What follows belongs to an exercise in optimizing a design on an open flow for small area, a short achievable clock period and few clock cycles per item; a production flow would make more cautious choices.
Where RTL was checked, it was by simulation tests only, not by an equivalence proof against the original.
Power and IR drop assume default switching activity.

## v15
## div_top
module div_top
(
  input  logic        CLK,
  input  logic        RST_N,
  input  logic        in_valid,
  output logic        in_ready,
  input  logic [31:0] in_a,
  input  logic [31:0] in_b,
  input  logic [1:0]  in_op,
  output logic        r_valid,
  input  logic        r_ready,
  output logic [31:0] r_data
);
Size in the first run: roughly 7800 cells after synthesis, roughly 0.087 sq mm of cells after synthesis.
clock: 7.0 ns
lec_check: 0
cap_margin: 20
core_margin: 2
core_utilization: 40
cts_cluster_diameter: 100
cts_cluster_size: 32
setup_slack_margin: 3.6
slew_margin: 20
run.sh (not shown) runs the stock make flow with config.mk's settings and CLKGATE_MAP_FILE= SYNTH_SCRIPT=/design/flow/synth_recipe.tcl, a recipe that flattens the netlist after the stock synthesis.
Testbench counts of v15, summed over its fixed seeds: cycles 9,848, items 9,600.
## Diff of input files: v49 against v15
Settings: swapping 20 for 5 in SLEW_MARGIN; swapping 32 for 24 in CTS_CLUSTER_SIZE; swapping 20 for 5 in CAP_MARGIN.
### Flow results
From v49 to v15, post-synthesis share of cell area spent on full adders, half adders and majority gates did not move at all.
Compare v15 and v49 | total wire length after detailed routing lower: v15
Changes observed in v49 relative to v15: number of instances in the placed design barely changed, sequential power barely changed, sequential share of layout area dropped 0.30 points.
Count of filler cells inserted in the layout, v49 vs v15: down slightly
Comparing v15 with v49, the internal reg-to-reg setup slack came out essentially unchanged.
As far as synthesized area per cell goes, v49 and v15 are indistinguishable; the numbers are identical.
Looking at final instance area, v49 sits 530 sq um above v15.
Compared with v15, v49 shows a lower combinational cell fraction of total power.
Relative to v49, the following input files were edited for v1:
Settings: TNS_END_PERCENT newly set to 10; SLEW_MARGIN changed from 5 to 20; CAP_MARGIN changed from 5 to 20; CTS_CLUSTER_SIZE changed from 24 to 32.
Findings:
On via density per instance, v1 and v49 are neck and neck. Synthesized cell count delta (v49 -> v1): insignificant. Setup slack after placement came out lower on v1 than on v49. v1 leaves less setup margin than v49. Diff v49 -> v1: reg-to-reg setup timing slack fell 0.11 ns; share of layout cells above drive strength 1 shrank by 2.0 points.
Setup changes, v1 to v23
Settings: SLEW_MARGIN: 20 -> 5; TNS_END_PERCENT: 10 -> unset; CAP_MARGIN: 20 -> 5.
v23 ends up with a number of global-route vias before repair that is 2.0% higher than in v1. Lower core utilization among v23 and v1: v1. The antenna diode instance count of v23 is higher than that of v1. Layout overhead on the synthesized area was higher in v23 than in v1. Relative to v1, the areal power density over the cells of v23 is higher by 1.8 mW/mm^2. v23 against v1; maximum frequency is up by a little under 10%.
Modified inputs, v7 compared to v23
Settings: a change of SLEW_MARGIN from 5 to 20; a change of SETUP_SLACK_MARGIN from 3.6 to 3.3; a change of CAP_MARGIN from 5 to 20.
==> comparison <==
- Going from v23 to v7, relative contribution of the clock network to total power shrinks by 0.4 points.
- The proportion of cell area occupied by registers reported for v7 is greater than that of v23 by 1.3 points.
- Diff v23 -> v7: post-place setup slack saw a decrease; aggregate global-route resource usage saw a decrease; number of detailed-route iterations in the first pass saw a decrease.
- Relative to v23, cell area decreased by 2.4% in v7.
- The least setup slack across all paths after layout of v7 was inferior to that of v23.
- Of v7 and v23, the run reporting the lower met1 routed wirelength after detailed routing was v23.
- The met2 routing resource usage after global routing number comes out higher for v23 vs v7.
diff inputs: v7 => v50
Settings: a change of SETUP_SLACK_MARGIN from 3.3 to 3.7.
- v50 was carried through to the last stage, and its layout satisfied the timing, DRC and antenna checks.
- Via count on v50 is behind v7.
- When v50 is set beside v7, its worst-case setup margin in the final layout turns out to be 0.27 ns larger.
- Going from v7 to v50, normalized max-slew margin now sits higher; share of the clock period used by the worst path after layout now sits lower.
- Kind of critical path = primary input to register: v7; kind of critical path = register to register: v50
- The required time of the worst setup path in v50 sits 0.05 ns below the value recorded for v7.
- Sort v50 and v7 by sum of internal, switching and leakage power, descending, and v50 comes first.
- Depth of the critical timing path with buffers and inverters included (v50 over v7): increase, 6
- Standard cell area after detailed placement across v50 and v7: no real change.


Another version of the RTL of div_top (not shown whole).
For scale: roughly 2500 flip-flops, about 84000 sq um of cells after synthesis.
export LEC_CHECK = 0
export CAP_MARGIN = 5
export CORE_MARGIN = 2
export CORE_UTILIZATION = 40
export CTS_CLUSTER_DIAMETER = 100
export CTS_CLUSTER_SIZE = 32
export SETUP_SLACK_MARGIN = 3.6
export SLEW_MARGIN = 5
create_clock -name core_clock -period 7.0 [get_ports {CLK}]
Rerun with:
SETUP_SLACK_MARGIN = 3.7   (was 3.6)
Outcome:
- wire length came out higher by 2.4%
- global-route usage rises by 0.38 points
- power grows by 2.5%
No functional check of the RTL was part of any run of this note.


div_top, a different RTL version from the one above (not shown whole).
For scale: ~8000 cells after synthesis, roughly 100 I/O pins.
clock: 7.0 ns
lec_check: 0
cap_margin: 20
core_margin: 2
core_utilization: 40
setup_slack_margin: 3.8
slew_margin: 20
The starting point finished clean.
==> next run, changes <==
- CTS_CLUSTER_DIAMETER: default -> 100
- CTS_CLUSTER_SIZE: default -> 28
- SETUP_SLACK_MARGIN: 3.8 -> 3.4
Outcome: Global-route usage climbs by 0.14 points; synthesized cell count is unchanged; routed wire length hardly moves; worst setup slack got worse by 71 ps; die area stays the same.
==> next run, changes <==
- CTS_CLUSTER_DIAMETER: 100 -> default
- CTS_CLUSTER_SIZE: 28 -> default
Effect:
- The new run finished with timing, DRC and antenna clean
- setup slack got worse by 49 ps
- utilization rose by 2.6 points
- critical path depth fell by 1
- sequential cell count does not change
- non-clock buffer count fell by 2
- wire length rose by 2.1%
- via count rose by 2.2%
- total power rose by 20%
- final area rose by 5.9%
- clock-buffer cell count rose by 218
==> next run, changes <==
- CTS_BUF_LIST: default -> sky130_fd_sc_hd__clkbuf_4 sky130_fd_sc_hd__clkbuf_8
- CTS_CLUSTER_SIZE: default -> 30
What happened:
- sequential share of layout area stays flat
- clock-buffer cell count climbs by 291
- worst setup slack gets better by 43 ps
- critical path depth drops by 4
- power drops by 1.8%
- via count climbs by 1.6%
No functional check of the RTL was part of any run of this note.

re-timing with driven ports:
The flow's constraints put no driver on any port. The routed layouts listed below were extracted and timed again, unchanged, in two steps. Step 1 (the two cells are an assumption about what drives the block):
set clk [get_ports {CLK}]
set_driving_cell -lib_cell sky130_fd_sc_hd__clkbuf_16 $clk
set_driving_cell -lib_cell sky130_fd_sc_hd__buf_2 [delete_from_list [all_inputs] $clk]
Step 2 times the ports against the registers' clock, not the clock port: input delays grow and output delays shrink by t, the midpoint of the rising clock arrivals with the driver on. a / b / c = no drivers / after step 1 / after step 2; a / b = the first two.
run	t, ns	slack for setup (ns)	worst hold slack (ns)
v15	0.853	3.575 / 3.575 / 2.837	0.300 / 0.300 / 0.300
v49	0.890	3.579 / 3.579 / 2.872	0.280 / 0.280 / 0.280
v1	0.857	3.348 / 3.408 / 2.550	0.305 / 0.305 / 0.305
v23	0.836	3.599 / 3.599 / 2.880	0.290 / 0.290 / 0.290
v7	0.855	3.333 / 3.323 / 2.526	0.304 / 0.304 / 0.304
v50	0.834	3.599 / 3.599 / 2.962	0.312 / 0.312 / 0.312
the first run of note 2	0.847	2.720 / 2.776 / 1.930	0.307 / 0.307 / 0.307
the second run of note 2	0.850	2.810 / 2.859 / 2.009	0.306 / 0.306 / 0.306
the first run of note 3	0.964	3.453 / 3.453 / 3.010	0.299 / 0.299 / 0.299
the second run of note 3	0.839	3.381 / 3.381 / 2.754	0.281 / 0.281 / 0.281
the third run of note 3	0.935	3.332 / 3.332 / 2.750	0.248 / 0.248 / 0.248
the fourth run of note 3	1.064	3.375 / 3.375 / 2.653	0.270 / 0.270 / 0.270
After both steps every run listed still meets setup and hold. The setup slack of v7, which loses most, moves by -0.010 ns with the drivers and by -0.807 ns with both steps.
